From an optimization exercise on the open Yosys and OpenROAD flow, aimed at small area and a short achievable clock period; shortcuts taken in it are not production practice. In this exercise RTL edits were held to simulation tests only and were not proved equivalent to the original. No run shown here takes its clock network from TritonCTS; it comes from the design's own scripts or RTL. The clock input has no modelled driver; a real chip could not lean on it and would need a root buffer or a full tree. No activity file was given, so power comes from the tool's default toggle rates.

==> config.mk <==
export PLATFORM = sky130hd
export DESIGN_NAME = pattern_top
export DESIGN_NICKNAME = pattern_top
export VERILOG_FILES = /design/flow/design.v
export SDC_FILE = /design/flow/constraint.sdc
export NUM_CORES = 4
export LEC_CHECK = 0
export ABC_CLOCK_PERIOD_IN_PS = 1700
export CAP_MARGIN = 20
export CORE_MARGIN = 2
export CORE_UTILIZATION = 55
export CTS_CLUSTER_DIAMETER = 100
export CTS_CLUSTER_SIZE = 25
export SETUP_SLACK_MARGIN = 2.4
export SLEW_MARGIN = 20
==> constraint.sdc <==
create_clock -name core_clock -period 4.0 [get_ports {clk_usb}]
set_input_delay 0.8000 -clock core_clock [delete_from_list [all_inputs] [get_ports {clk_usb}]]
set_output_delay 0.8000 -clock core_clock [all_outputs]
set_load 0.01 [all_outputs]
==> design.v <==
module pattern_top (
	input  logic        clk_usb,
	input  logic        reset_i,
	input  logic [2:0]  ctl_i,
	input  logic [15:0] usb_data_i,
	input  logic        trigger_i,
	output logic [15:0] dout_o,
	output logic        dvalid_o,
	output logic        load_done_o
);
	logic        c_data_q, c_addr_q, c_pat_q;
	logic [15:0] word_q;
	always_ff @(posedge clk_usb) begin
		if (reset_i) begin
			c_data_q <= 1'b0;
			c_addr_q <= 1'b0;
			c_pat_q  <= 1'b0;
		end else begin
			c_data_q <= (ctl_i == 3'b010);
			c_addr_q <= (ctl_i == 3'b110);
			c_pat_q  <= (ctl_i == 3'b011);
		end
	end
	always_ff @(posedge clk_usb) word_q <= usb_data_i;
	logic [1:0] pend_lo_q;
	logic       pend_nz_q;
	logic       load_reset_q, load_enable_q;
	logic [1:0] last_q;
	always_ff @(posedge clk_usb) begin
		if (reset_i) begin
			pend_lo_q <= 2'd0;
			pend_nz_q <= 1'b0;
		end else if (c_data_q) begin
			pend_lo_q <= word_q[1:0];
			pend_nz_q <= |word_q;
		end
	end
	always_ff @(posedge clk_usb) begin
		if (reset_i) begin
			load_reset_q  <= 1'b0;
			load_enable_q <= 1'b0;
			last_q        <= 2'd0;
		end else if (c_addr_q) begin
			if (word_q == 16'd30) last_q        <= pend_lo_q;
			if (word_q == 16'd31) load_reset_q  <= pend_nz_q;
			if (word_q == 16'd32) load_enable_q <= pend_lo_q[0];
		end
	end
	logic [5:0]  pos_q;
	logic        done_q;        
	logic        done_n_q;      
	logic [15:0] wr_row_q;
	logic [3:0]  wr_pat_q;
	logic [15:0] wr_data_q;
	logic        accept;
	assign accept = c_pat_q && load_enable_q && !load_reset_q && done_n_q;
	always_ff @(posedge clk_usb) begin
		if (reset_i || load_reset_q) begin
			pos_q    <= 6'd0;
			done_q   <= 1'b0;
			done_n_q <= 1'b1;
			wr_row_q <= 16'd0;
		end else begin
			wr_row_q <= accept ? (16'd1 << pos_q[3:0]) : 16'd0;
			done_q <= !done_n_q;
			if (accept) begin
				pos_q <= pos_q + 6'd1;
				if (pos_q[3:0] == 4'd15) begin
					done_q   <= (pos_q[5:4] == last_q);
					done_n_q <= (pos_q[5:4] != last_q);
				end
			end
		end
	end
	always_ff @(posedge clk_usb) begin
		wr_pat_q  <= 4'd1 << pos_q[5:4];
		wr_data_q <= word_q;
	end
	logic [15:0] mem [64];
	always_ff @(posedge clk_usb) begin
		for (int k = 0; k < 64; k++)
			if (wr_pat_q[k / 16] && wr_row_q[k % 16]) mem[k] <= wr_data_q;
	end
	logic       trig_s_q, trig_d_q;
	logic       active_q, rd_valid_q, dvalid_q;    
	logic       dvalid_n_q;                        
	logic       start;
	logic [15:0] dout_q;
	assign start = trig_s_q && !trig_d_q && !(active_q || rd_valid_q || !dvalid_n_q) &&
		!load_enable_q && !done_n_q;
	always_ff @(posedge clk_usb) begin
		if (reset_i) begin
			trig_s_q   <= 1'b0;
			trig_d_q   <= 1'b0;
			rd_valid_q <= 1'b0;
			dvalid_q   <= 1'b0;
			dvalid_n_q <= 1'b1;
		end else begin
			trig_s_q   <= trigger_i;
			trig_d_q   <= trig_s_q;
			rd_valid_q <= active_q;
			dvalid_q   <= rd_valid_q;
			dvalid_n_q <= !rd_valid_q;
		end
	end
	logic [15:0] row_oh_q;
	logic [3:0]  disp_oh_q;
	logic [3:0]  last_oh;
	logic        disp_is_last;
	assign last_oh      = 4'b0001 << last_q;
	assign disp_is_last = |(disp_oh_q & last_oh);
	always_ff @(posedge clk_usb) begin
		if (reset_i) begin
			active_q  <= 1'b0;
			row_oh_q  <= 16'h0001;
			disp_oh_q <= 4'b0001;
		end else begin
			if (start) begin
				active_q <= 1'b1;
			end else if (active_q) begin
				row_oh_q <= {row_oh_q[14:0], row_oh_q[15]};
				if (row_oh_q[15]) begin
					active_q  <= 1'b0;
					disp_oh_q <= disp_is_last ? 4'b0001 : {disp_oh_q[2:0], disp_oh_q[3]};
				end
			end
			if (load_reset_q) disp_oh_q <= 4'b0001;
		end
	end
	logic [15:0] rd_part_q [4];
	logic [3:0]  rd_pat_q;
	logic [15:0] rd_t1 [4][8];
	logic [15:0] rd_t2 [4][4];
	logic [15:0] rd_t3 [4][2];
	logic [15:0] rd_row [4];
	always_comb begin
		for (int p = 0; p < 4; p++) begin
			for (int i = 0; i < 8; i++)
				rd_t1[p][i] = (mem[p * 16 + 2 * i] & {16{row_oh_q[2 * i]}}) |
					(mem[p * 16 + 2 * i + 1] & {16{row_oh_q[2 * i + 1]}});
			for (int i = 0; i < 4; i++) rd_t2[p][i] = rd_t1[p][2 * i] | rd_t1[p][2 * i + 1];
			for (int i = 0; i < 2; i++) rd_t3[p][i] = rd_t2[p][2 * i] | rd_t2[p][2 * i + 1];
			rd_row[p] = rd_t3[p][0] | rd_t3[p][1];
		end
	end
	always_ff @(posedge clk_usb) begin
		for (int p = 0; p < 4; p++) rd_part_q[p] <= rd_row[p];
		rd_pat_q <= disp_oh_q;
	end
	always_ff @(posedge clk_usb) begin
		dout_q <= (rd_part_q[0] & {16{rd_pat_q[0]}}) | (rd_part_q[1] & {16{rd_pat_q[1]}}) |
			(rd_part_q[2] & {16{rd_pat_q[2]}}) | (rd_part_q[3] & {16{rd_pat_q[3]}});
	end
	assign dout_o      = dout_q;
	assign dvalid_o    = dvalid_q;
	assign load_done_o = done_q;
endmodule
==> flow/run.sh <==
#!/bin/bash
# The standard layout, except that the clock tree is built by
# flow/cts_hook.tcl: clock port -> 4 root inverters -> leaf inverters -> flops
# (two inversions, so every flop sees the clock's rising edge).
set -o pipefail
export PRE_CTS_TCL=$PWD/flow/cts_hook.tcl
export MYCTS_LEAVES=${MYCTS_LEAVES:-60}
export MYCTS_ROOTS=${MYCTS_ROOTS:-4}
export MYCTS_LEAF_CELL=${MYCTS_LEAF_CELL:-sky130_fd_sc_hd__clkinv_8}
export MYCTS_ROOT_CELL=${MYCTS_ROOT_CELL:-sky130_fd_sc_hd__clkinv_16}
bash standard.sh > standard_flow.log 2>&1
st=$?
cp orfs/logs/sky130hd/pattern_top/base/4_1_cts.log cts_step.log 2>/dev/null
exit $st
==> flow/cts_hook.tcl <==
# Sourced by ORFS's cts.tcl (PRE_CTS_TCL) before it builds the clock tree:
# replace TritonCTS with a two-level tree built by build_tree (mytree.tcl).
# The rest of cts.tcl (legalisation, timing repair) runs unchanged.
source [file join [file dirname [info script]] mytree.tcl]
rename clock_tree_synthesis __tritoncts
proc clock_tree_synthesis {args} {
  build_tree clk_usb $::env(MYCTS_LEAVES) $::env(MYCTS_ROOTS) \
    $::env(MYCTS_LEAF_CELL) $::env(MYCTS_ROOT_CELL)
  set_propagated_clock [all_clocks]
}
==> flow/mytree.tcl <==
# Build a two-level clock tree: clock port -> NR root buffers -> K leaf buffers -> flops.
proc kmeans {pts k iters {capf 1.15}} {
  # pts: list of {x y}; returns list of assignments and centroids
  set n [llength $pts]
  # init: sort by x then pick evenly spaced
  set cents {}
  set sorted [lsort -real -index 0 $pts]
  set side [expr {int(ceil(sqrt($k)))}]
  # grid init over bounding box
  set xs [lmap p $pts {lindex $p 0}]; set ys [lmap p $pts {lindex $p 1}]
  set x0 [tcl::mathfunc::min {*}$xs]; set x1 [tcl::mathfunc::max {*}$xs]
  set y0 [tcl::mathfunc::min {*}$ys]; set y1 [tcl::mathfunc::max {*}$ys]
  for {set i 0} {$i < $k} {incr i} {
    set p [lindex $pts [expr {int(($i + 0.5) * $n / $k)}]]
    lappend cents $p
  }
  # better init: grid
  set cents {}
  set rows [expr {int(ceil(double($k) / $side))}]
  for {set r 0} {$r < $rows} {incr r} {
    for {set c 0} {$c < $side} {incr c} {
      if {[llength $cents] >= $k} break
      lappend cents [list [expr {$x0 + ($c + 0.5) * ($x1 - $x0) / $side}] [expr {$y0 + ($r + 0.5) * ($y1 - $y0) / $rows}]]
    }
  }
  set cap [expr {int(ceil($capf * $n / $k))}]
  for {set it 0} {$it < $iters} {incr it} {
    # capacitated assignment: greedy by distance
    set cand {}
    set i 0
    foreach p $pts {
      set j 0
      foreach c $cents {
        set d [expr {abs([lindex $p 0] - [lindex $c 0]) + abs([lindex $p 1] - [lindex $c 1])}]
        lappend cand [list $d $i $j]
        incr j
      }
      incr i
    }
    set cand [lsort -real -index 0 $cand]
    set asg [lrepeat $n -1]
    set cnt [lrepeat $k 0]
    foreach e $cand {
      lassign $e d i j
      if {[lindex $asg $i] >= 0} continue
      if {[lindex $cnt $j] >= $cap} continue
      lset asg $i $j
      lset cnt $j [expr {[lindex $cnt $j] + 1}]
    }
    set sx [lrepeat $k 0.0]; set sy [lrepeat $k 0.0]
    set i 0
    foreach p $pts {
      set j [lindex $asg $i]
      lset sx $j [expr {[lindex $sx $j] + [lindex $p 0]}]
      lset sy $j [expr {[lindex $sy $j] + [lindex $p 1]}]
      incr i
    }
    set nc {}
    for {set j 0} {$j < $k} {incr j} {
      set m [lindex $cnt $j]
      if {$m > 0} { lappend nc [list [expr {[lindex $sx $j] / $m}] [expr {[lindex $sy $j] / $m}]] } else { lappend nc [lindex $cents $j] }
    }
    set cents $nc
  }
  return [list $asg $cents $cnt]
}

proc outpin {inst} {
  set it [$inst findITerm X]
  if {$it == "NULL" || $it == ""} { set it [$inst findITerm Y] }
  return $it
}

proc build_tree {clknet_name K NR leaf_master root_master} {
  set block [ord::get_db_block]
  set db [ord::get_db]
  set clknet [$block findNet $clknet_name]
  set lm [$db findMaster $leaf_master]
  set rm [$db findMaster $root_master]
  set sinks {}
  set pts {}
  foreach it [$clknet getITerms] {
    set inst [$it getInst]
    set b [$inst getBBox]
    lappend sinks $it
    lappend pts [list [expr {([$b xMin] + [$b xMax]) / 2.0}] [expr {([$b yMin] + [$b yMax]) / 2.0}]]
  }
  puts "sinks [llength $sinks]"
  lassign [kmeans $pts $K 8 1.06] asg cents cnt
  puts "cluster sizes $cnt"
  # leaf buffers
  set leaves {}
  for {set j 0} {$j < $K} {incr j} {
    set inst [odb::dbInst_create $block $lm "ctsleaf_$j"]
    set net [odb::dbNet_create $block "clk_leaf_$j"]
    $net setSigType CLOCK
    lassign [lindex $cents $j] cx cy
    $inst setLocation [expr {int($cx) - [$lm getWidth] / 2}] [expr {int($cy)}]
    $inst setPlacementStatus PLACED
    [outpin $inst] connect $net
    lappend leaves [list $inst $net $cx $cy]
  }
  set i 0
  foreach it $sinks {
    set j [lindex $asg $i]
    $it disconnect
    $it connect [lindex [lindex $leaves $j] 1]
    incr i
  }
  # roots: split leaves by angle/quadrant around the centroid
  set mx 0.0; set my 0.0
  foreach l $leaves { set mx [expr {$mx + [lindex $l 2]}]; set my [expr {$my + [lindex $l 3]}] }
  set mx [expr {$mx / $K}]; set my [expr {$my / $K}]
  set rpts [lmap l $leaves {list [lindex $l 2] [lindex $l 3]}]
  if {$NR > 1} {
    lassign [kmeans $rpts $NR 8 1.0] rasg rcents rcnt
  } else {
    set rasg [lrepeat $K 0]; set rcents [list [list $mx $my]]; set rcnt [list $K]
  }
  puts "root sizes $rcnt"
  for {set r 0} {$r < $NR} {incr r} {
    set inst [odb::dbInst_create $block $rm "ctsroot_$r"]
    set net [odb::dbNet_create $block "clk_root_$r"]
    $net setSigType CLOCK
    lassign [lindex $rcents $r] cx cy
    $inst setLocation [expr {int($cx) - [$rm getWidth] / 2}] [expr {int($cy)}]
    $inst setPlacementStatus PLACED
    [outpin $inst] connect $net
    [$inst findITerm A] connect $clknet
    set roots($r) $net
  }
  set j 0
  foreach l $leaves {
    [[lindex $l 0] findITerm A] connect $roots([lindex $rasg $j])
    incr j
  }
}
==> standard.sh <==
#!/bin/bash
# synth_recipe.tcl (not shown) runs the flow's synth.tcl, then flattens the netlist and writes it again
# the make line also repeats each setting of config.mk as NAME=value (left out here)
make -C /OpenROAD-flow-scripts/flow DESIGN_CONFIG=/design/flow/config.mk WORK_HOME=/design/flow/orfs CLKGATE_MAP_FILE= SYNTH_SCRIPT=/design/flow/synth_recipe.tcl "${@:-finish}"
==> results of run 1 <==
[worst max-delay path: stages, from the launching register on]
cell and delay (ns):
dfxtp_4 0.44, buf_12 0.18, buf_6 0.12, a221oi_2 0.29, nand4_1 0.38
[worst paths after layout]
check,startpoint,end,slack [ns],cells past startpoint
max,row_oh_q[4]$_SDFFE_PP0P_,rd_part_q[3][8]$_DFF_P_,2.32,4
min,word_q[12]$_DFF_P_,wr_data_q[12]$_DFF_P_,0.36,0
max reg2reg,row_oh_q[4]$_SDFFE_PP0P_,rd_part_q[3][8]$_DFF_P_,2.32,4
min reg2reg,word_q[12]$_DFF_P_,wr_data_q[12]$_DFF_P_,0.36,0
[power groups by stage]
stage / Combinational, uW / Sequential, uW / Clock, uW
after global routing: 129 / 13700 / 5340
after CTS: 119 / 13700 / 4940
final: 123 / 13700 / 4910
after detailed placement: 119 / 14000 / 0
after floorplan: 13.4 / 14000 / 0
after global placement: 105 / 14000 / 0
[metrics by stage]
| stage | utilization, % | instances | cell area (sq um) |
|---|---|---|---|
| after floorplan | - | 2175 | 41470 |
| after global placement | 57.69 | 3103 | 43020 |
| after detailed placement | 57.82 | 3108 | 43120 |
| after CTS | 61.68 | 3261 | 45990 |
| after global routing | 62.94 | 3286 | 46930 |
| final | 62.95 | 3290 | 46940 |
[cell usage in the layout (no fill, tap or decap), types with 12 or more instances in the layout]
master	n
a221oi_1	139
a221oi_2	116
a22o_1	256
a22oi_1	32
and2_1	12
and2_2	32
and2_4	26
and3_1	12
buf_12	48
buf_4	81
buf_6	25
clkdlybuf4s50_1	20
clkinv_8	60
dfxtp_1	138
dfxtp_2	17
dfxtp_4	25
edfxtp_1	1024
mux2i_1	20
nand2_1	28
nand4_1	65
nor2_1	30
[area by class of cell]
type	count	area (sq um)	area share (%)
multi-input combinational	831	7461	15.89
sequential	1204	34470	73.42
timing repair buffer	211	2670	5.688
tap	969	1212	2.583
antenna	4	10.01	0.02132
inverter	71	1122	2.391
[metal layers]
| layer | vias up | GRT usage [%] |
|---|---|---|
| met5 | - | 0 |
| met2 | 1601 | 51.47 |
| met3 | 266 | 6.741 |
| met4 | 6 | 12.50 |
| met1 | 12270 | 47.75 |
| li1 | 9373 | - |
[registers in the layout, summed over array words and instances (netlist names), 2 cells and up]
register	cells
rd_part_q	64
wr_row_q	16
wr_data_q	16
row_oh_q	16
mem	1024
word_q	16
pos_q	6
wr_pat_q	4
rd_pat_q	4
disp_oh_q	4
dout_q	16
last_q	2
pend_lo_q	2
[cells by family after synthesis]
logic type / after synthesis / share of synthesized area (%)
buffers and inverters: 140 / 1.325
muxes: 21 / 0.5371
and+or+nand+nor: 241 / 3.407
adders and majority gates: 6 / 0.1810
AOI/OAI and AO/OA: 558 / 11.60
xor gates and xnor gates: 5 / 0.1056
DFF: 1204 / 82.85
[timing repair]
action	4_1_cts	5_1_grt
endpoints found under the setup margin	901	320
gates cloned	1	5
buffers inserted	88	20
gates resized for setup	210	122
pin swaps	21	30
==> results.ini, run 1 <==
[clock_network]
cts-hold-fix-buffers=0
clk_latency_ns=0.39
clkTransAtPathRegs_ns=0.10

[drt]
firstDrtPassIters=6
routed_via_density=7.147
post_drt_wl_per_cell_microns=40.27
wirelength_mm=132.5
drc_errors=0
wl_met3_mm=14.80
via_count=23520
wirelength_met1_mm=51.08
top_layer=met5
ant_nets=0
wl_met2_mm=60.76
drtIter0Drc=3733

[power]
leakage_uw=0.01492
p_int_uw=14260
p_total_uw=18730
p_sw_uw=4467
power_density_nw_per_um2=398.9
p_sw_share_pct=23.85
combPwrFrac_pct=0.7
peakVddDrop_mv=0.6066
power_frac_clock_pct=26.2
p_seq_share_pct=73.1

[cells_and_area]
n_fill_cell=5139
final_nets=2347
drive_gt1_share_pct=20.98
area_growth_pct=13.21

[placed_design]
hpwl_mm=60.08
portBuffers=39
dp_slack_ns=1.443
place_congestion=0.7965

[global_route]
grt_overflow=0
antenna_found_initial=7
grt_max_degree=65
grt_pass1_wl_mm=177.5
first_global_vias=22250
grt_usage_pct=33.41

[sta]
tightest_slew_ns=1.144
hold_viol=0
final-max-slew-violation-count=0
fmax_mhz=595.0
hold_ws_ns=0.3626
relSlewSlack_pct=23.62
rsz0062_at_grt=true
setup_tns_ns=0
fin_ws_ns=2.319
post-route-period-util_pct=42.02
min_period_ns=1.681
fin_skew_ns=0.03826
setup_viol_count_final=0

[synthesis]
synth_area_leaders=edfxtp_1, dfxtp_1, a221oi_1
ys_warn_count=7
synth_common_cells=edfxtp_1, a221oi_1, a22o_1
synth-edff-count=1024
synth-seq-cells=1204
synth_fp_nets=2203
synth_area_sq_um=41460
synth.avg_cell_area_sq_um=19.06
synth_top_flop_cell=edfxtp_1
seq_area_frac_synth_pct=82.85
yosysTopAreaCell=edfxtp_1
synth_cell_types=41
syn_inst=2175
yosys.cell_count.top_type=edfxtp_1
synthArstFlopShare_pct=0
yosysTopAreaCellShare_pct=74.16

[flow_run]
cap_violations=0

[setup_path]
worst-setup-path-type=reg -> reg
critPathCaptureType=flop
cp_max_fo=7
cp.arrival_ns=1.80
required_ns=4.12
critPathLaunchType=flop

[floorplan]
ios=40
row_count=100
die_area_sq_um=77600
dieHeight_microns=278.6
chipWidth_microns=278.6
core_sq_um=74570
start_util_pct=55.60

[hold_path]
hold_path_class=reg -> reg

[status]
outcome=timing/DRC/antenna clean

==> run 2, diff against run 1 <==
--- a/config.mk
+++ b/config.mk
@@ -11,5 +11,5 @@
 export CORE_UTILIZATION = 55
 export CTS_CLUSTER_DIAMETER = 100
 export CTS_CLUSTER_SIZE = 25
-export SETUP_SLACK_MARGIN = 2.4
+export SETUP_SLACK_MARGIN = 2.42
 export SLEW_MARGIN = 20
==> results.ini, run 2 <==
[status]
outcome=timing/DRC/antenna clean  ; unchanged

[setup_path]
r2r_end=rd_part_q[3][3]$_DFF_P_  ; was rd_part_q[3][8]$_DFF_P_
ff2ff_path_depth=4  ; unchanged
max_stage_delay_ns=0.45  ; was 0.44 ns
cp_slowest_cell=dfxtp_4  ; unchanged
critPathLaunchType=flop  ; unchanged
cp_max_fo=7  ; unchanged
crit_buf_inv=1  ; was 2
critical_path.top_delay_family=flip-flops  ; unchanged
required_ns=4.11  ; was 4.12 ns
critPathCaptureType=flop  ; unchanged
cp.arrival_ns=1.80  ; about the same
path_cells=buf_12 -> a22o_1 -> a221oi_2 -> nand4_1  ; was buf_12 -> buf_6 -> a221oi_2 -> nand4_1
worst-setup-path-type=reg -> reg  ; unchanged
r2r_slack_ns=2.31  ; was 2.32 ns
r2r_start=row_oh_q[4]$_SDFFE_PP0P_  ; unchanged

[cells_and_area]
drive_gt1_share_pct=22.17  ; was 20.98%
top_register=mem  ; unchanged
mostFrequentLayoutCells=edfxtp_1, a22o_1, a221oi_2, dfxtp_1, a221oi_1  ; was edfxtp_1, a22o_1, a221oi_1, dfxtp_1, a221oi_2
finalInstanceArea_sq_um=47130  ; was 46940 sq um
largest_register_ffs=1024  ; unchanged
final_nets=2348  ; was 2347
reg_top3=mem (1024), rd_part_q (64)  ; unchanged
n_fill_cell=5109  ; was 5139
layout_commonest_cell=edfxtp_1  ; unchanged
area_growth_pct=13.67  ; was 13.21%

[placed_design]
portBuffers=39  ; unchanged
hpwl_mm=60.08  ; unchanged
dpl_cell_area_sq_um=43120  ; unchanged
place_congestion=0.7965  ; unchanged

[floorplan]
start_util_pct=55.60  ; unchanged
dieHeight_microns=278.6  ; unchanged
row_count=100  ; unchanged
core_sq_um=74570  ; unchanged
die_area_sq_um=77600  ; unchanged
chipWidth_microns=278.6  ; unchanged
ios=40  ; unchanged

[drt]
post_drt_wl_per_cell_microns=40.64  ; was 40.27 microns
ant_nets=0  ; unchanged
routed_via_density=7.184  ; was 7.147
wirelength_mm=133.7  ; was 132.5 mm
drtIter0Drc=3638  ; was 3733
drc_errors=0  ; unchanged
firstDrtPassIters=6  ; unchanged
via_count=23640  ; was 23.52k

[synthesis]
synth_cell_types=41  ; unchanged
seq_area_frac_synth_pct=82.85  ; unchanged
ys_warn_count=7  ; unchanged
synth_area_leaders=edfxtp_1, dfxtp_1, a221oi_1  ; unchanged
synth-seq-cells=1204  ; unchanged
synth_common_cells=edfxtp_1, a221oi_1, a22o_1  ; unchanged
synth_top_flop_cell=edfxtp_1  ; unchanged
yosysTopAreaCell=edfxtp_1  ; unchanged
synth-edff-count=1024  ; unchanged
synth_area_sq_um=41460  ; unchanged
synth_fp_nets=2203  ; unchanged
synth.avg_cell_area_sq_um=19.06  ; unchanged
synthArstFlopShare_pct=0  ; unchanged
yosysTopAreaCellShare_pct=74.16  ; unchanged
yosys.cell_count.top_type=edfxtp_1  ; unchanged
syn_inst=2175  ; unchanged

[sta]
relSlewSlack_pct=26.57  ; was 23.62%
fmax_mhz=592.2  ; was 595.0 MHz
min_period_ns=1.689  ; was 1.681 ns
setup_viol_count_final=0  ; unchanged
fin_skew_ns=0.03785  ; was 0.03826 ns
hold_viol=0  ; unchanged
tightest_slew_ns=1.100  ; was 1.144 ns
setup_tns_ns=0  ; unchanged
post-route-period-util_pct=42.21  ; was 42.02%
final-max-slew-violation-count=0  ; unchanged
rsz0062_at_grt=true  ; unchanged

[power]
leakage_uw=0.01500  ; was 0.01492 uW
power_density_nw_per_um2=397.8  ; was 398.9 nW/um^2
p_total_uw=18750  ; was 18730 uW
peakVddDrop_mv=0.6059  ; was 0.6066 mV

[hold_path]
holdPathStages=0  ; unchanged
hold_path_class=reg -> reg  ; unchanged
min_from=word_q[12]$_DFF_P_  ; unchanged
min_to=wr_data_q[12]$_DFF_P_  ; unchanged

[flow_run]
cap_violations=0  ; unchanged

[clock_network]
clkTransAtPathRegs_ns=0.10  ; about the same
cts-hold-fix-buffers=0  ; unchanged
clk_latency_ns=0.38  ; was 0.39 ns

[global_route]
grt_pass1_wl_mm=177.7  ; was 177.5 mm
grt_overflow=0  ; unchanged
antenna_found_initial=4  ; was 7
first_global_vias=22230  ; was 22.25k
grt_usage_pct=33.43  ; was 33.41%
grt_max_degree=65  ; unchanged

-- run 2: cell counts after synthesis --
No cell type changed its count.
-- run 2: report_power, final --
group          switching (uW)  internal, uW
clock network            4290           643
logic                    93.5          30.3
registers                 109         13600
-- run 2: stage by stage --
step / utilization, % / setup WS [ns] / hold WS (ns) / std cells
after floorplan: - / 2.435 / 0.3311 / 2175
after global placement: 57.69 / 1.518 / 0.3327 / 3103
after CTS: 61.91 / 2.337 / 0.3614 / 3262
after detailed placement: 57.82 / 1.443 / 0.3400 / 3108
after global routing: 63.19 / 2.318 / 0.3665 / 3287
final: 63.20 / 2.312 / 0.3625 / 3290
-- run 2: metal layers --
layer	share of wire [%]	track usage, %	vias to the layer above	wire (microns)
met2	46	52.05	1537	61460
met5	0.0097	0	-	13
met4	4.3	11.79	2	5809
li1	-	-	9371	-
met1	39	47.35	12470	51680
met3	11	7.077	257	14760
-- run 2: worst max-delay path by stage --
stage,startpoint,end,cells after the start
floorplan,reset_i,wr_row_q[0]$_SDFF_PP0_,3
global placement,reset_i,wr_row_q[1]$_SDFF_PP0_,3
detailed placement,reset_i,wr_row_q[6]$_SDFF_PP0_,3
CTS,wr_pat_q[1]$_SDFF_PP0_,mem[27][13]$_DFFE_PP_,2
global route,row_oh_q[15]$_SDFFE_PP0P_,disp_oh_q[1]$_SDFFE_PP0P_,5
finish,row_oh_q[4]$_SDFFE_PP0P_,rd_part_q[3][3]$_DFF_P_,4
-- run 2: repair_timing --
action / CTS / global route
gates cloned: 1 / 5
pin swaps: 25 / 35
setup endpoints to repair: 1027 / 521
buffers inserted: 89 / 20
resized for setup: 246 / 132
-- run 2: area by class of cell --
class / instances / area [sq um] / share of cell area (%)
flip-flops and latches: 1204 / 34470 / 73.14
multi-input cells: 831 / 7642 / 16.21
repair buffers: 212 / 2678 / 5.681
well taps: 969 / 1212 / 2.572
inverters: 71 / 1122 / 2.381
diodes: 3 / 7.507 / 0.01593
-- run 2: cell families after synthesis --
family                     after synthesis  share of synthesized area [%]
xor gates and xnor gates                 5                         0.1056
AOI/OAI and AO/OA                      558                          11.60
buffers and inverters                  140                          1.325
DFF                                   1204                          82.85
and+or+nand+nor                        241                          3.407
muxes                                   21                         0.5371
adders and majority gates                6                         0.1810
==> run 3, diff against run 2 <==
--- a/design.v
+++ b/design.v
@@ -49,8 +49,7 @@
 	logic [5:0]  pos_q;
 	logic        done_q;        
 	logic        done_n_q;      
-	logic [15:0] wr_row_q;
-	logic [3:0]  wr_pat_q;
+	logic [63:0] wr_en_q;
 	logic [15:0] wr_data_q;
 	logic        accept;
 	assign accept = c_pat_q && load_enable_q && !load_reset_q && done_n_q;
@@ -59,9 +58,9 @@
 			pos_q    <= 6'd0;
 			done_q   <= 1'b0;
 			done_n_q <= 1'b1;
-			wr_row_q <= 16'd0;
+			wr_en_q  <= 64'd0;
 		end else begin
-			wr_row_q <= accept ? (16'd1 << pos_q[3:0]) : 16'd0;
+			wr_en_q  <= accept ? (64'd1 << pos_q) : 64'd0;
 			done_q <= !done_n_q;
 			if (accept) begin
 				pos_q <= pos_q + 6'd1;
@@ -73,13 +72,12 @@
 		end
 	end
 	always_ff @(posedge clk_usb) begin
-		wr_pat_q  <= 4'd1 << pos_q[5:4];
 		wr_data_q <= word_q;
 	end
 	logic [15:0] mem [64];
 	always_ff @(posedge clk_usb) begin
 		for (int k = 0; k < 64; k++)
-			if (wr_pat_q[k / 16] && wr_row_q[k % 16]) mem[k] <= wr_data_q;
+			if (wr_en_q[k]) mem[k] <= wr_data_q;
 	end
 	logic       trig_s_q, trig_d_q;
 	logic       active_q, rd_valid_q, dvalid_q;    
--- a/flow/run.sh
+++ b/flow/run.sh
@@ -4,6 +4,8 @@
 # (two inversions, so every flop sees the clock's rising edge).
 set -o pipefail
 export PRE_CTS_TCL=$PWD/flow/cts_hook.tcl
+# plain buffers (not delay cells) on the ports
+export BUFFER_PORTS_ARGS="-buffer_cell sky130_fd_sc_hd__buf_2"
 export MYCTS_LEAVES=${MYCTS_LEAVES:-60}
 export MYCTS_ROOTS=${MYCTS_ROOTS:-4}
 export MYCTS_LEAF_CELL=${MYCTS_LEAF_CELL:-sky130_fd_sc_hd__clkinv_8}
--- a/config.mk
+++ b/config.mk
@@ -11,5 +11,5 @@
 export CORE_UTILIZATION = 55
 export CTS_CLUSTER_DIAMETER = 100
 export CTS_CLUSTER_SIZE = 25
-export SETUP_SLACK_MARGIN = 2.42
+export SETUP_SLACK_MARGIN = 2.28
 export SLEW_MARGIN = 20
==> results.ini, run 3 <==
[synthesis]
synth-simple-area-share_pct=2.827  ; was 3.407%
syn_inst=2215  ; was 2175
synth_top_flop_cell=edfxtp_1  ; unchanged
synth_xor_area_share_pct=0.08316  ; was 0.1056%
synth-seq-cells=1248  ; was 1204
synth_top_family_by_area=compound AO/OA/AOI/OAI gates  ; unchanged
yosysTopAreaCell=edfxtp_1  ; unchanged
muxShareOfSynthArea_pct=0.5286  ; was 0.5371%
yosys.cell_count.top_type=edfxtp_1  ; unchanged
synth-compound-area-share_pct=11.45  ; was 11.60%
ys_warn_count=7  ; unchanged
synthAdderAreaFrac_pct=0.1782  ; was 0.1811%
synthArstFlopShare_pct=0  ; unchanged
seq_area_frac_synth_pct=83.63  ; was 82.85%
synth_area_sq_um=42130  ; was 41460 sq um
yosysTopAreaCellShare_pct=72.99  ; was 74.16%
synth-edff-count=1024  ; unchanged
synth_common_cells=edfxtp_1, a221oi_1, a22o_1  ; unchanged
synth.avg_cell_area_sq_um=19.02  ; was 19.06 sq um
synth_area_leaders=edfxtp_1, dfxtp_1, a221oi_1  ; unchanged
synth_fp_nets=2243  ; was 2203
synth_cell_types=39  ; was 41

[hold_path]
hold_path_class=reg -> reg  ; unchanged

[cells_and_area]
n_fill_cell=5520  ; was 5109
finalInstanceArea_sq_um=45520  ; was 47130 sq um
mostFrequentLayoutCells=edfxtp_1, a22o_1, a221oi_1, dfxtp_1, nor2_1  ; was edfxtp_1, a22o_1, a221oi_2, dfxtp_1, a221oi_1
final_nets=2313  ; was 2348
area_growth_pct=8.043  ; was 13.67%
reg_top3=mem (1024), rd_part_q (64), wr_en_q (64)  ; was mem (1024), rd_part_q (64)
fin_cells=3315  ; was 3290
largest_register_ffs=1024  ; unchanged
drive_gt1_share_pct=11.21  ; was 22.17%
layout_commonest_cell=edfxtp_1  ; unchanged
top_register=mem  ; unchanged

[sta]
fin_skew_ns=0.03797  ; was 0.03785 ns
fmax_mhz=580.5  ; was 592.2 MHz
final-max-slew-violation-count=0  ; unchanged
relSlewSlack_pct=17.72  ; was 26.57%
rsz0062_at_grt=true  ; unchanged
setup_viol_count_final=0  ; unchanged
hold_viol=0  ; unchanged
setup_tns_ns=0  ; unchanged
tightest_slew_ns=1.232  ; was 1.100 ns
post-route-period-util_pct=43.06  ; was 42.21%
min_period_ns=1.723  ; was 1.689 ns

[placed_design]
portBuffers=39  ; unchanged
hpwl_mm=56.71  ; was 60.08 mm
dp.cells=3217  ; was 3108
place_congestion=0.8046  ; was 0.7965
dpl_cell_area_sq_um=43720  ; was 43120 sq um

[clock_network]
clkTransAtPathRegs_ns=0.10  ; about the same
clk_latency_ns=0.39  ; was 0.38 ns

[setup_path]
path_cells=buf_4 -> a221oi_1 -> nand4_1  ; was buf_12 -> a22o_1 -> a221oi_2 -> nand4_1
max_stage_delay_ns=0.80  ; was 0.45 ns
required_ns=4.28  ; was 4.11 ns
critPathLaunchType=flop  ; unchanged
cp_max_fo=28  ; was 7
cp_slowest_cell=dfxtp_4  ; unchanged
critPathCaptureType=flop  ; unchanged
cp.arrival_ns=2.00  ; was 1.80 ns
critical_path.top_delay_family=flip-flops  ; unchanged
crit_buf_inv=1  ; unchanged
worst-setup-path-type=reg -> reg  ; unchanged

[status]
outcome=timing/DRC/antenna clean  ; unchanged

[power]
leakage_uw=0.01408  ; was 0.01500 uW
p_sw_uw=4538  ; was 4489 uW
power_frac_clock_pct=25.9  ; was 26.3%
p_int_uw=14690  ; was 14260 uW
p_seq_share_pct=73.3  ; was 73.1%
combPwrFrac_pct=0.8  ; was 0.7%
peakVddDrop_mv=0.5761  ; was 0.6059 mV
power_density_nw_per_um2=422.5  ; was 397.8 nW/um^2
p_sw_share_pct=23.60  ; was 23.94%

[drt]
routed_via_density=6.943  ; was 7.184
ant_nets=0  ; unchanged
drc_errors=0  ; unchanged
firstDrtPassIters=6  ; unchanged
wirelength_mm=124.6  ; was 133.7 mm
via_count=23020  ; was 23.64k
post_drt_wl_per_cell_microns=37.58  ; was 40.64 microns
drtIter0Drc=3422  ; was 3638

[global_route]
grt_pass1_wl_mm=166.4  ; was 177.7 mm
grt_usage_pct=30.60  ; was 33.43%
grt_max_degree=65  ; unchanged
grt_overflow=0  ; unchanged
antenna_found_initial=3  ; was 4
first_global_vias=21700  ; was 22.23k

[floorplan]
die_area_sq_um=78830  ; was 77600 sq um
start_util_pct=55.47  ; was 55.60%
row_count=101  ; was 100
dieHeight_microns=280.8  ; was 278.6 microns
chipWidth_microns=280.8  ; was 278.6 microns
ios=40  ; unchanged
core_sq_um=75950  ; was 74570 sq um

[flow_run]
cap_violations=0  ; unchanged

## run 3: cell families after synthesis
| group | after synthesis |
|---|---|
| AOI/OAI and AO/OA | 561 |
| and+or+nand+nor | 236 |
| buffers and inverters | 139 |
| DFF | 1248 |
| adders and majority gates | 6 |
| muxes | 21 |
| xor gates and xnor gates | 4 |
## run 3: through the flow
step           hold WS [ns]  setup slack [ns]  power (uW)  util (%)
2_1_floorplan        0.3311             2.284       14430         -
3_3_place_gp         0.3356             2.033       14520     57.47
3_5_place_dp         0.3398             1.977       14540     57.57
4_1_cts              0.3557             2.242       19300     59.56
5_1_grt              0.3625             2.253       19740     59.92
6_report             0.3531             2.277       19230     59.93
## run 3: final cells by class
class	count	area, sq um	area share [%]
inverter	73	1130	2.482
multi-input combinational	828	6377	14.01
tap	1030	1289	2.831
antenna	2	5.005	0.01100
sequential	1248	35350	77.66
timing repair buffer	134	1369	3.007
## run 3: repair_timing
action                     CTS  global route
setup endpoints to repair   65            63
buffers inserted            17            15
hold buffers                 0             0
pin swaps                    1             1
resized for setup            3             4
## run 3: power groups by stage
stage | Clock [uW] | Sequential (uW) | Combinational [uW]
5_1_grt | 5470 | 14100 | 157
2_1_floorplan | 0 | 14400 | 13.2
6_report | 4980 | 14100 | 147
3_5_place_dp | 0 | 14400 | 146
4_1_cts | 5050 | 14100 | 146
3_3_place_gp | 0 | 14400 | 116
## run 3: routing by layer
layer / up-vias / GRT usage [%] / wire length, microns
met3: 193 / 5.869 / 14010
met1: 12130 / 44.64 / 49010
met5: - / 0 / 0
met2: 1397 / 48.32 / 57630
met4: 0 / 6.979 / 3930
li1: 9300 / - / -
## run 3: final timing paths
kind | to | start | cells past startpoint | slack, ns
setup / recovery | rd_part_q[3][3]$_DFF_P_ | row_oh_q[9]$_SDFFE_PP0P_ | 3 | 2.28
hold / removal | wr_data_q[6]$_DFF_P_ | word_q[6]$_DFF_P_ | 0 | 0.35
setup reg to reg | rd_part_q[3][3]$_DFF_P_ | row_oh_q[9]$_SDFFE_PP0P_ | 3 | 2.28
hold reg to reg | wr_data_q[6]$_DFF_P_ | word_q[6]$_DFF_P_ | 0 | 0.35
==> run 4, diff against run 3 <==
--- a/config.mk
+++ b/config.mk
@@ -11,5 +11,5 @@
 export CORE_UTILIZATION = 55
 export CTS_CLUSTER_DIAMETER = 100
 export CTS_CLUSTER_SIZE = 25
-export SETUP_SLACK_MARGIN = 2.28
+export SETUP_SLACK_MARGIN = 2.4
 export SLEW_MARGIN = 20
==> results.ini, run 4 <==
[status]
outcome=timing/DRC/antenna clean  ; unchanged

[synthesis]
syn_inst=2215  ; unchanged
synth_top_flop_cell=edfxtp_1  ; unchanged
synth_cell_types=39  ; unchanged
ys_warn_count=7  ; unchanged
synth.avg_cell_area_sq_um=19.02  ; unchanged
yosysTopAreaCell=edfxtp_1  ; unchanged
seq_area_frac_synth_pct=83.63  ; unchanged
synth_fp_nets=2243  ; unchanged
synth_area_leaders=edfxtp_1, dfxtp_1, a221oi_1  ; unchanged
synth-edff-count=1024  ; unchanged
synth_area_sq_um=42130  ; unchanged
synth-seq-cells=1248  ; unchanged
synth_common_cells=edfxtp_1, a221oi_1, a22o_1  ; unchanged
synthArstFlopShare_pct=0  ; unchanged
yosys.cell_count.top_type=edfxtp_1  ; unchanged
yosysTopAreaCellShare_pct=72.99  ; unchanged

[drt]
via_count=23580  ; was 23.02k
post_drt_wl_per_cell_microns=38.44  ; was 37.58 microns
wirelength_mm=128.5  ; was 124.6 mm
drc_errors=0  ; unchanged
ant_nets=0  ; unchanged
routed_via_density=7.051  ; was 6.943
drtIter0Drc=3870  ; was 3422
firstDrtPassIters=5  ; was 6

[floorplan]
row_count=101  ; unchanged
die_area_sq_um=78830  ; unchanged
core_sq_um=75950  ; unchanged
start_util_pct=55.47  ; unchanged
chipWidth_microns=280.8  ; unchanged
dieHeight_microns=280.8  ; unchanged
ios=40  ; unchanged

[setup_path]
path_depth=1  ; was 3
endpoint=dout_o[4]  ; was rd_part_q[3][3]$_DFF_P_
max_stage_delay_ns=0.31  ; was 0.80 ns
ff2ff_path_depth=4  ; was 3
critPathLaunchType=flop  ; unchanged
r2r_end=rd_part_q[0][2]$_DFF_P_  ; was rd_part_q[3][3]$_DFF_P_
worst-setup-path-type=reg -> out  ; was reg -> reg
r2r_slack_ns=2.39  ; was 2.28 ns
crit_start=dout_q[4]$_DFF_P_  ; was row_oh_q[9]$_SDFFE_PP0P_
critPathCaptureType=output pin  ; was flop
cp_slowest_cell=dfxtp_1  ; was dfxtp_4
r2r_start=row_oh_q[5]$_SDFFE_PP0P_  ; was row_oh_q[9]$_SDFFE_PP0P_
cp.arrival_ns=0.83  ; was 2.00 ns
cp_max_fo=1  ; was 28
required_ns=3.20  ; was 4.28 ns
path_cells=buf_2  ; was buf_4 -> a221oi_1 -> nand4_1
crit_buf_inv=1  ; unchanged
critical_path.top_delay_family=flip-flops  ; unchanged

[sta]
final-max-slew-violation-count=0  ; unchanged
hold_viol=0  ; unchanged
min_period_ns=1.634  ; was 1.723 ns
fmax_mhz=611.9  ; was 580.5 MHz
relSlewSlack_pct=18.83  ; was 17.72%
fin_skew_ns=0.04218  ; was 0.03797 ns
rsz0062_at_grt=true  ; unchanged
tightest_slew_ns=1.216  ; was 1.232 ns
setup_tns_ns=0  ; unchanged
post-route-period-util_pct=40.86  ; was 43.06%
setup_viol_count_final=0  ; unchanged

[power]
peakVddDrop_mv=0.5454  ; was 0.5761 mV
p_total_uw=19250  ; was 19230 uW
leakage_uw=0.01436  ; was 0.01408 uW
power_density_nw_per_um2=416.9  ; was 422.5 nW/um^2

[global_route]
grt_max_degree=65  ; unchanged
grt_overflow=0  ; unchanged
grt_usage_pct=32.33  ; was 30.60%
antenna_found_initial=7  ; was 3
first_global_vias=21660  ; was 21.70k
grt_pass1_wl_mm=174.0  ; was 166.4 mm

[cells_and_area]
area_growth_pct=9.622  ; was 8.043%
reg_top3=mem (1024), rd_part_q (64), wr_en_q (64)  ; unchanged
n_fill_cell=5421  ; was 5520
finalInstanceArea_sq_um=46180  ; was 45520 sq um
fin_util_pct=60.81  ; was 59.93%
mostFrequentLayoutCells=edfxtp_1, a22o_1, a221oi_1, dfxtp_1, nor2_1  ; unchanged
largest_register_ffs=1024  ; unchanged
layout_commonest_cell=edfxtp_1  ; unchanged
multi_input_comb_area_sq_um=6510  ; was 6377 sq um
top_register=mem  ; unchanged
drive_gt1_share_pct=13.96  ; was 11.21%
register_area_sq_um=35380  ; was 35350 sq um
final_nets=2343  ; was 2313

[clock_network]
clkTransAtPathRegs_ns=0.12  ; was 0.10 ns
cts-hold-fix-buffers=0  ; unchanged
clk_latency_ns=0.39  ; about the same

[placed_design]
portBuffers=39  ; unchanged
place_congestion=0.7763  ; was 0.8046
hpwl_mm=56.66  ; was 56.71 mm
dpl_cell_area_sq_um=43680  ; was 43720 sq um

[flow_run]
cap_violations=0  ; unchanged

[hold_path]
hold_path_class=reg -> reg  ; unchanged

==> run 4: cell types whose count changed in the layout (fill, tap and decap cells not counted), sizes merged <==
cell,before,now
buf,134,164
diode,2,1
==> run 4: area by class of cell <==
class,instances,share of cell area [%]
diodes,1,0.005418
well taps,1030,2.791
multi-input cells,828,14.10
flip-flops and latches,1248,76.61
inverters,73,2.446
repair buffers,164,4.053
==> run 4: timing repair <==
action                                  4_1_cts  5_1_grt
gates resized for setup                      21       31
endpoints found under the setup margin      115      113
buffers inserted                             44       24
pin swaps                                     4        4
==> run 4: worst min path at each step <==
stage / from / end / slack (ns) / cells past startpoint
after floorplan: word_q[13]$_DFF_P_ / wr_data_q[13]$_DFF_P_ / 0.33 / 0
after global placement: word_q[14]$_DFF_P_ / wr_data_q[14]$_DFF_P_ / 0.33 / 0
after detailed placement: word_q[15]$_DFF_P_ / wr_data_q[15]$_DFF_P_ / 0.34 / 0
after CTS: word_q[8]$_DFF_P_ / wr_data_q[8]$_DFF_P_ / 0.36 / 0
after global routing: word_q[13]$_DFF_P_ / wr_data_q[13]$_DFF_P_ / 0.36 / 0
final: word_q[6]$_DFF_P_ / wr_data_q[6]$_DFF_P_ / 0.35 / 0
==> run 4: cell families (layout without fill, tap and decap cells) <==
logic type               count (synthesis)  in the layout  share of synthesized area [%]
flip-flops                            1248           1248                          83.63
AO/OA/AOI/OAI                          561            561                          11.45
AND/OR/NAND/NOR                        236            236                          2.827
buffers and inverters                  139            237                          1.295
multiplexers                            21             21                         0.5286
adder cells (fa/ha/maj)                  6              6                         0.1782
XOR/XNOR                                 4              4                        0.08315
other                                    0              1                              0
==> run 4: metrics by stage <==
stage	instances	setup WS [ns]	hold slack (ns)
after detailed placement	3210	1.993	0.3356
after floorplan	2215	2.419	0.3311
after CTS	3318	2.297	0.3564
after global routing	3343	2.318	0.3637
after global placement	3206	2.061	0.3335
final	3344	2.366	0.3533
==> run 4: per-layer routing <==
metal | track usage (%) | vias up | share of wire [%] | wire (microns)
li1 | - | 9362 | - | -
met1 | 48.76 | 12320 | 39 | 49760
met2 | 49.45 | 1705 | 46 | 58680
met3 | 6.052 | 193 | 13 | 16590
met4 | 7.459 | 2 | 2.7 | 3505
met5 | 0 | - | 0.012 | 15
==> run 4: report_power, final <==
part	internal [uW]	leakage [uW]	switching, uW
registers	14000	0.0111	129
clock network	644	0.000459	4360
logic	21.3	0.00282	70.6
==> run 5, diff against run 4 <==
--- a/config.mk
+++ b/config.mk
@@ -11,5 +11,5 @@
 export CORE_UTILIZATION = 55
 export CTS_CLUSTER_DIAMETER = 100
 export CTS_CLUSTER_SIZE = 25
-export SETUP_SLACK_MARGIN = 2.4
+export SETUP_SLACK_MARGIN = 2.34
 export SLEW_MARGIN = 20
==> results.ini, run 5 <==
[setup_path]
path_cells=buf_6  ; was buf_2
worst-setup-path-type=reg -> out  ; unchanged
crit_buf_inv=1  ; unchanged
cp_slowest_cell=dfxtp_2  ; was dfxtp_1
cp.arrival_ns=0.84  ; was 0.83 ns
cp_max_fo=1  ; unchanged
required_ns=3.20  ; about the same
critPathLaunchType=flop  ; unchanged
max_stage_delay_ns=0.37  ; was 0.31 ns
critPathCaptureType=output pin  ; unchanged
critical_path.top_delay_family=flip-flops  ; unchanged

[sta]
final-max-slew-violation-count=0  ; unchanged
fin_skew_ns=0.04693  ; was 0.04218 ns
setup_tns_ns=0  ; unchanged
setup_viol_count_final=0  ; unchanged
tightest_slew_ns=1.250  ; was 1.216 ns
relSlewSlack_pct=16.52  ; was 18.83%
fin_ws_ns=2.364  ; was 2.366 ns
post-route-period-util_pct=40.90  ; was 40.86%
min_period_ns=1.636  ; was 1.634 ns
rsz0062_at_grt=true  ; unchanged
fmax_mhz=611.3  ; was 611.9 MHz
hold_viol=0  ; unchanged

[global_route]
first_global_vias=21670  ; was 21.66k
grt_overflow=0  ; unchanged
grt_pass1_wl_mm=170.6  ; was 174.0 mm
grt_usage_pct=31.45  ; was 32.33%
antenna_found_initial=10  ; was 7
grt_max_degree=65  ; unchanged

[synthesis]
synthArstFlopShare_pct=0  ; unchanged
synth_area_sq_um=42130  ; unchanged
yosysTopAreaCellShare_pct=72.99  ; unchanged
yosys.cell_count.top_type=edfxtp_1  ; unchanged
seq_area_frac_synth_pct=83.63  ; unchanged
synth.avg_cell_area_sq_um=19.02  ; unchanged
synth-edff-count=1024  ; unchanged
synth-seq-cells=1248  ; unchanged
yosysTopAreaCell=edfxtp_1  ; unchanged
synth_cell_types=39  ; unchanged
synth_common_cells=edfxtp_1, a221oi_1, a22o_1  ; unchanged
synth_top_flop_cell=edfxtp_1  ; unchanged
ys_warn_count=7  ; unchanged
synth_area_leaders=edfxtp_1, dfxtp_1, a221oi_1  ; unchanged
synth_fp_nets=2243  ; unchanged
syn_inst=2215  ; unchanged

[drt]
firstDrtPassIters=7  ; was 5
via_count=23200  ; was 23.58k
drtIter0Drc=3908  ; was 3870
post_drt_wl_per_cell_microns=37.73  ; was 38.44 microns
drc_errors=0  ; unchanged
routed_via_density=6.950  ; was 7.051
ant_nets=0  ; unchanged
wirelength_mm=125.9  ; was 128.5 mm

[power]
leakage_uw=0.01418  ; was 0.01436 uW
p_total_uw=19220  ; was 19250 uW
power_density_nw_per_um2=420.4  ; was 416.9 nW/um^2
peakVddDrop_mv=0.5252  ; was 0.5454 mV

[placed_design]
hpwl_mm=57.37  ; was 56.66 mm
dp_slack_ns=1.968  ; was 1.993 ns
portBuffers=39  ; unchanged
dp.cells=3212  ; was 3210
place_congestion=0.7795  ; was 0.7763

[floorplan]
die_area_sq_um=78830  ; unchanged
core_sq_um=75950  ; unchanged
ios=40  ; unchanged
dieHeight_microns=280.8  ; unchanged
row_count=101  ; unchanged
start_util_pct=55.47  ; unchanged
chipWidth_microns=280.8  ; unchanged

[clock_network]
clkTransAtPathRegs_ns=0.10  ; was 0.12 ns
clk_latency_ns=0.39  ; about the same

[cells_and_area]
final_nets=2333  ; was 2343
n_fill_cell=5375  ; was 5421
drive_gt1_share_pct=12.55  ; was 13.96%
layout_commonest_cell=edfxtp_1  ; unchanged
fin_cells=3338  ; was 3344
area_growth_pct=8.541  ; was 9.622%
largest_register_ffs=1024  ; unchanged
top_register=mem  ; unchanged
mostFrequentLayoutCells=edfxtp_1, a22o_1, a221oi_1, dfxtp_1, nor2_1  ; unchanged
reg_top3=mem (1024), rd_part_q (64), wr_en_q (64)  ; unchanged

[flow_run]
cap_violations=0  ; unchanged

[hold_path]
hold_path_class=reg -> reg  ; unchanged

[status]
outcome=timing/DRC/antenna clean  ; unchanged

-- run 5: cell counts after synthesis --
Identical to the previous run, type by type.
-- run 5: logic make-up (layout without fill, tap and decap cells) --
group           after synthesis  in the layout  synth area share [%]
xor+xnor                      4              4               0.08315
compound gates              561            561                 11.45
mux                          21             21                0.5286
fa+ha+maj                     6              6                0.1782
flops                      1248           1248                 83.63
buf+inv                     139            227                 1.295
simple gates                236            236                 2.827
other cells                   0              5                     0
-- run 5: stage by stage --
step / hold WS [ns] / instance area, sq um / util [%]
after floorplan: 0.3311 / 42140 / -
after global placement: 0.3326 / 43610 / 57.42
after detailed placement: 0.3351 / 43660 / 57.49
after CTS: 0.3500 / 45290 / 59.63
after global routing: 0.3636 / 45720 / 60.19
final: 0.3483 / 45730 / 60.21
-- run 5: cell type report --
cell class	count	area (sq um)	area share [%]
Antenna cell	5	12.51	0.02736
Sequential cell	1248	35380	77.36
Inverter	73	1130	2.471
Timing Repair Buffer	154	1539	3.366
Multi-Input combinational cell	828	6382	13.96
Tap cell	1030	1289	2.818
-- run 5: worst reg2reg max path, stage by stage, from the launching register on --
cell      delay (ns)
dfxtp_4         0.47
buf_4           0.20
a22o_1          0.20
a221oi_1        0.25
nand4_1         0.31
-- run 5: worst paths after layout --
check,startpoint,to,slack [ns],cells after the start
hold reg to reg,word_q[6]$_DFF_P_,wr_data_q[6]$_DFF_P_,0.35,0
setup reg to reg,row_oh_q[15]$_SDFFE_PP0P_,rd_part_q[3][11]$_DFF_P_,2.38,4
hold / removal,word_q[6]$_DFF_P_,wr_data_q[6]$_DFF_P_,0.35,0
setup / recovery,done_q$_SDFF_PP0_,load_done_o,2.36,1
-- run 5: routing by layer --
metal / up-vias / GRT usage, % / share of wire (%)
met4: 0 / 7.075 / 2.5
met5: - / 0 / 0
met2: 1519 / 48.72 / 46
li1: 9355 / - / -
met1: 12160 / 48.09 / 40
met3: 163 / 4.256 / 12
-- run 5: repair_timing --
| item | in CTS | in global routing |
|---|---|---|
| gates resized for setup | 9 | 15 |
| buffers inserted | 26 | 31 |
| gates cloned | 0 | 0 |
| hold buffers | 0 | 0 |
| pin swaps | 1 | 2 |
| setup endpoints to repair | 75 | 86 |
-- run 5: where the power goes --
group | total, uW | switching (uW) | internal (uW)
combinational | 100 | 83.2 | 16.8
sequential | 14100 | 113 | 14000
clock | 4980 | 4340 | 644
total | 19200 | 4540 | 14700
==> run 6, diff against run 5 <==
--- a/design.v
+++ b/design.v
@@ -49,7 +49,8 @@
 	logic [5:0]  pos_q;
 	logic        done_q;        
 	logic        done_n_q;      
-	logic [63:0] wr_en_q;
+	logic [15:0] wr_row_q;
+	logic [3:0]  wr_pat_q;
 	logic [15:0] wr_data_q;
 	logic        accept;
 	assign accept = c_pat_q && load_enable_q && !load_reset_q && done_n_q;
@@ -58,9 +59,9 @@
 			pos_q    <= 6'd0;
 			done_q   <= 1'b0;
 			done_n_q <= 1'b1;
-			wr_en_q  <= 64'd0;
+			wr_row_q <= 16'd0;
 		end else begin
-			wr_en_q  <= accept ? (64'd1 << pos_q) : 64'd0;
+			wr_row_q <= accept ? (16'd1 << pos_q[3:0]) : 16'd0;
 			done_q <= !done_n_q;
 			if (accept) begin
 				pos_q <= pos_q + 6'd1;
@@ -72,12 +73,13 @@
 		end
 	end
 	always_ff @(posedge clk_usb) begin
+		wr_pat_q  <= 4'd1 << pos_q[5:4];
 		wr_data_q <= word_q;
 	end
 	logic [15:0] mem [64];
 	always_ff @(posedge clk_usb) begin
 		for (int k = 0; k < 64; k++)
-			if (wr_en_q[k]) mem[k] <= wr_data_q;
+			if (wr_pat_q[k / 16] && wr_row_q[k % 16]) mem[k] <= wr_data_q;
 	end
 	logic       trig_s_q, trig_d_q;
 	logic       active_q, rd_valid_q, dvalid_q;    
@@ -101,7 +103,8 @@
 			dvalid_n_q <= !rd_valid_q;
 		end
 	end
-	logic [15:0] row_oh_q;
+	logic [15:0] row_oh_q;      
+	logic [15:0] row_ohn_q;     
 	logic [3:0]  disp_oh_q;
 	logic [3:0]  last_oh;
 	logic        disp_is_last;
@@ -111,12 +114,14 @@
 		if (reset_i) begin
 			active_q  <= 1'b0;
 			row_oh_q  <= 16'h0001;
+			row_ohn_q <= 16'hfffe;
 			disp_oh_q <= 4'b0001;
 		end else begin
 			if (start) begin
 				active_q <= 1'b1;
 			end else if (active_q) begin
-				row_oh_q <= {row_oh_q[14:0], row_oh_q[15]};
+				row_oh_q  <= {row_oh_q[14:0], row_oh_q[15]};
+				row_ohn_q <= {row_ohn_q[14:0], row_ohn_q[15]};
 				if (row_oh_q[15]) begin
 					active_q  <= 1'b0;
 					disp_oh_q <= disp_is_last ? 4'b0001 : {disp_oh_q[2:0], disp_oh_q[3]};
@@ -131,11 +136,16 @@
 	logic [15:0] rd_t2 [4][4];
 	logic [15:0] rd_t3 [4][2];
 	logic [15:0] rd_row [4];
+	logic [15:0] rd_rsel [4];
+	assign rd_rsel[0] = row_oh_q;
+	assign rd_rsel[1] = row_oh_q;
+	assign rd_rsel[2] = ~row_ohn_q;
+	assign rd_rsel[3] = ~row_ohn_q;
 	always_comb begin
 		for (int p = 0; p < 4; p++) begin
 			for (int i = 0; i < 8; i++)
-				rd_t1[p][i] = (mem[p * 16 + 2 * i] & {16{row_oh_q[2 * i]}}) |
-					(mem[p * 16 + 2 * i + 1] & {16{row_oh_q[2 * i + 1]}});
+				rd_t1[p][i] = (mem[p * 16 + 2 * i] & {16{rd_rsel[p][2 * i]}}) |
+					(mem[p * 16 + 2 * i + 1] & {16{rd_rsel[p][2 * i + 1]}});
 			for (int i = 0; i < 4; i++) rd_t2[p][i] = rd_t1[p][2 * i] | rd_t1[p][2 * i + 1];
 			for (int i = 0; i < 2; i++) rd_t3[p][i] = rd_t2[p][2 * i] | rd_t2[p][2 * i + 1];
 			rd_row[p] = rd_t3[p][0] | rd_t3[p][1];
--- a/flow/run.sh
+++ b/flow/run.sh
@@ -4,8 +4,6 @@
 # (two inversions, so every flop sees the clock's rising edge).
 set -o pipefail
 export PRE_CTS_TCL=$PWD/flow/cts_hook.tcl
-# plain buffers (not delay cells) on the ports
-export BUFFER_PORTS_ARGS="-buffer_cell sky130_fd_sc_hd__buf_2"
 export MYCTS_LEAVES=${MYCTS_LEAVES:-60}
 export MYCTS_ROOTS=${MYCTS_ROOTS:-4}
 export MYCTS_LEAF_CELL=${MYCTS_LEAF_CELL:-sky130_fd_sc_hd__clkinv_8}
--- a/config.mk
+++ b/config.mk
@@ -11,5 +11,5 @@
 export CORE_UTILIZATION = 55
 export CTS_CLUSTER_DIAMETER = 100
 export CTS_CLUSTER_SIZE = 25
-export SETUP_SLACK_MARGIN = 2.34
+export SETUP_SLACK_MARGIN = 2.4
 export SLEW_MARGIN = 20
==> results.ini, run 6 <==
[synthesis]
yosysTopAreaCellShare_pct=73.16  ; was 72.99%
synth_cell_types=43  ; was 39
synth_common_cells=edfxtp_1, a221oi_1, a22o_1  ; unchanged
synth-seq-cells=1220  ; was 1248
synth-edff-count=1024  ; unchanged
syn_inst=2244  ; was 2215
synth_area_sq_um=42030  ; was 42130 sq um
synth_area_leaders=edfxtp_1, dfxtp_1, a221oi_1  ; unchanged
synth.avg_cell_area_sq_um=18.73  ; was 19.02 sq um
seq_area_frac_synth_pct=82.49  ; was 83.63%
ys_warn_count=8  ; was 7
synth_fp_nets=2272  ; was 2243
synthArstFlopShare_pct=0  ; unchanged
yosysTopAreaCell=edfxtp_1  ; unchanged
yosys.cell_count.top_type=edfxtp_1  ; unchanged
synth_top_flop_cell=edfxtp_1  ; unchanged

[setup_path]
critPathLaunchType=flop  ; unchanged
r2r_slack_ns=2.26  ; was 2.38 ns
cp_max_fo=16  ; was 1
ff2ff_path_depth=2  ; was 4
cp.arrival_ns=1.83  ; was 0.84 ns
r2r_end=mem[17][12]$_DFFE_PP_  ; was rd_part_q[3][11]$_DFF_P_
worst-setup-path-type=reg -> reg  ; was reg -> out
crit_start=wr_pat_q[1]$_SDFF_PP0_  ; was done_q$_SDFF_PP0_
critPathCaptureType=flop  ; was output pin
r2r_start=wr_pat_q[1]$_SDFF_PP0_  ; was row_oh_q[15]$_SDFFE_PP0P_
required_ns=4.09  ; was 3.20 ns

[floorplan]
ios=40  ; unchanged
row_count=101  ; unchanged
core_sq_um=75820  ; was 75950 sq um
dieHeight_microns=280.4  ; was 280.8 microns
chipWidth_microns=280.4  ; was 280.8 microns
die_area_sq_um=78650  ; was 78830 sq um
start_util_pct=55.44  ; was 55.47%

[cells_and_area]
final_nets=2381  ; was 2333
area_growth_pct=10.78  ; was 8.541%
fin_util_pct=61.41  ; was 60.21%
mostFrequentLayoutCells=edfxtp_1, a22o_1, a221oi_1, dfxtp_1, buf_4  ; was edfxtp_1, a22o_1, a221oi_1, dfxtp_1, nor2_1
diodes=0  ; was 5
layout_commonest_cell=edfxtp_1  ; unchanged
top_register=mem  ; unchanged
drive_gt1_share_pct=18.33  ; was 12.55%
reg_top3=mem (1024), rd_part_q (64)  ; was mem (1024), rd_part_q (64), wr_en_q (64)
largest_register_ffs=1024  ; unchanged

[drt]
routed_via_density=6.860  ; was 6.950
drc_errors=0  ; unchanged
post_drt_wl_per_cell_microns=35.73  ; was 37.73 microns
ant_nets=0  ; unchanged
drtIter0Drc=3378  ; was 3908
wirelength_mm=118.9  ; was 125.9 mm
firstDrtPassIters=7  ; unchanged
via_count=22840  ; was 23.20k

[placed_design]
dp_slack_ns=1.570  ; was 1.968 ns
hpwl_mm=58.07  ; was 57.37 mm
portBuffers=39  ; unchanged
place_congestion=0.8031  ; was 0.7795

[hold_path]
holdPathStages=0  ; unchanged
hold_path_class=reg -> reg  ; unchanged
min_from=word_q[6]$_DFF_P_  ; unchanged
min_to=wr_data_q[6]$_DFF_P_  ; unchanged

[flow_run]
cap_violations=0  ; unchanged

[sta]
tightest_slew_ns=0.7700  ; was 1.250 ns
fin_ws_ns=2.264  ; was 2.364 ns
setup_viol_count_final=0  ; unchanged
min_period_ns=1.736  ; was 1.636 ns
fin_skew_ns=0.05006  ; was 0.04693 ns
relSlewSlack_pct=48.67  ; was 16.52%
hold_viol=0  ; unchanged
rsz0062_at_grt=true  ; unchanged
fmax_mhz=576.0  ; was 611.3 MHz
final-max-slew-violation-count=0  ; unchanged
post-route-period-util_pct=43.40  ; was 40.90%
setup_tns_ns=0  ; unchanged

[global_route]
grt_max_degree=65  ; unchanged
grt_usage_pct=29.56  ; was 31.45%
first_global_vias=21670  ; about the same
grt_overflow=0  ; unchanged
grt_pass1_wl_mm=162.5  ; was 170.6 mm
antenna_found_initial=2  ; was 10

[power]
p_total_uw=18910  ; was 19220 uW
power_density_nw_per_um2=406.2  ; was 420.4 nW/um^2
leakage_uw=0.01467  ; was 0.01418 uW
peakVddDrop_mv=0.5718  ; was 0.5252 mV

[status]
outcome=timing/DRC/antenna clean  ; unchanged

[clock_network]
clkTransAtPathRegs_ns=0.10  ; about the same
clk_latency_ns=0.39  ; about the same

==> run 6: critical path, cell delays in order (launching register included) <==
cell	delay, ns
dfxtp_1	0.56
and2_2	0.66
buf_4	0.22
==> run 6: worst max path at each step <==
stage	slack (ns)	to
after detailed placement	1.57	wr_row_q[6]$_SDFF_PP0_
after global routing	2.22	rd_part_q[3][9]$_DFF_P_
after floorplan	2.42	c_data_q$_SDFF_PP0_
final	2.26	mem[17][12]$_DFFE_PP_
after global placement	1.66	wr_row_q[1]$_SDFF_PP0_
after CTS	2.30	mem[51][14]$_DFFE_PP_
==> run 6: layout make-up <==
class,instances,area [sq um]
Inverter,88,1227
Timing Repair inverter,1,7.507
Tap cell,978,1224
Timing Repair Buffer,180,1976
Fill cell,5357,29260
Sequential cell,1220,34820
Multi-Input combinational cell,862,7315
==> run 6: timing repair <==
action | CTS | global route
setup buffers | 27 | 38
hold buffers | 0 | 0
resized for setup | 226 | 120
setup endpoints to repair | 705 | 580
pin swaps | 8 | 15
gates cloned | 4 | 3
==> run 6: logic make-up (layout without fill, tap and decap cells) <==
| logic type | after synthesis | after routing | share of synthesized area (%) |
|---|---|---|---|
| DFF | 1220 | 1220 | 82.49 |
| muxes | 22 | 22 | 0.5537 |
| AOI/OAI and AO/OA | 572 | 572 | 11.71 |
| buffers and inverters | 162 | 269 | 1.482 |
| adders and majority gates | 6 | 6 | 0.1786 |
| xor gates and xnor gates | 5 | 5 | 0.1042 |
| and+or+nand+nor | 257 | 257 | 3.483 |
==> run 6: power by group <==
| part | total (uW) | internal (uW) | switching [uW] |
|---|---|---|---|
| clock network | 4940 | 643 | 4300 |
| logic | 103 | 27.2 | 75.6 |
| registers | 13900 | 13700 | 123 |
| total | 18900 | 14400 | 4500 |
==> run 6: through the flow <==
stage	hold WS, ns	cell area (sq um)	instances
floorplan	0.3314	42040	2244
global placement	0.3394	43680	3193
detailed placement	0.3401	43720	3193
CTS	0.3537	45600	3288
global route	0.3551	46560	3329
finish	0.3518	46560	3329
==> run 6: metal layers <==
metal	track usage (%)	vias to the layer above	routed length (microns)
li1	-	9502	-
met1	44.30	11950	49130
met2	45.60	1227	54040
met3	5.521	163	12690
met4	6.595	0	3077
met5	0	-	0

## port drivers added, routing unchanged
No port has a modelled driver above. Below, the same layouts with a new extraction and two added sets of constraints.
Step 1: set_driving_cell puts a clkbuf_16 on clk_usb and a buf_2 on each other input, an assumption about the parent block.
Step 2 times the ports against the registers' clock, not the clock port: input delays grow and output delays shrink by t, the midpoint of the rising clock arrivals with the driver on.
Slacks: ideal / step 1 / step 2; pairs: ideal / step 1.
| run | t, ns | slack for setup (ns) | latest minus earliest clock arrival (ns) |
|---|---|---|---|
| run 1 | 0.644 | 2.319 / 2.079 / 2.101 | 0.045 / 0.046 |
| run 2 | 0.641 | 2.312 / 2.075 / 2.060 | 0.046 / 0.048 |
| run 3 | 0.641 | 2.277 / 2.026 / 1.967 | 0.052 / 0.054 |
| run 4 | 0.647 | 2.366 / 2.089 / 2.140 | 0.045 / 0.047 |
| run 5 | 0.643 | 2.364 / 2.085 / 2.046 | 0.056 / 0.057 |
| run 6 | 0.635 | 2.264 / 2.091 / 2.112 | 0.052 / 0.053 |
After both steps setup and hold are still met in every run listed. For run 5, which loses most, drivers alone change the setup slack by -0.279 ns; drivers and shift together by -0.318 ns.
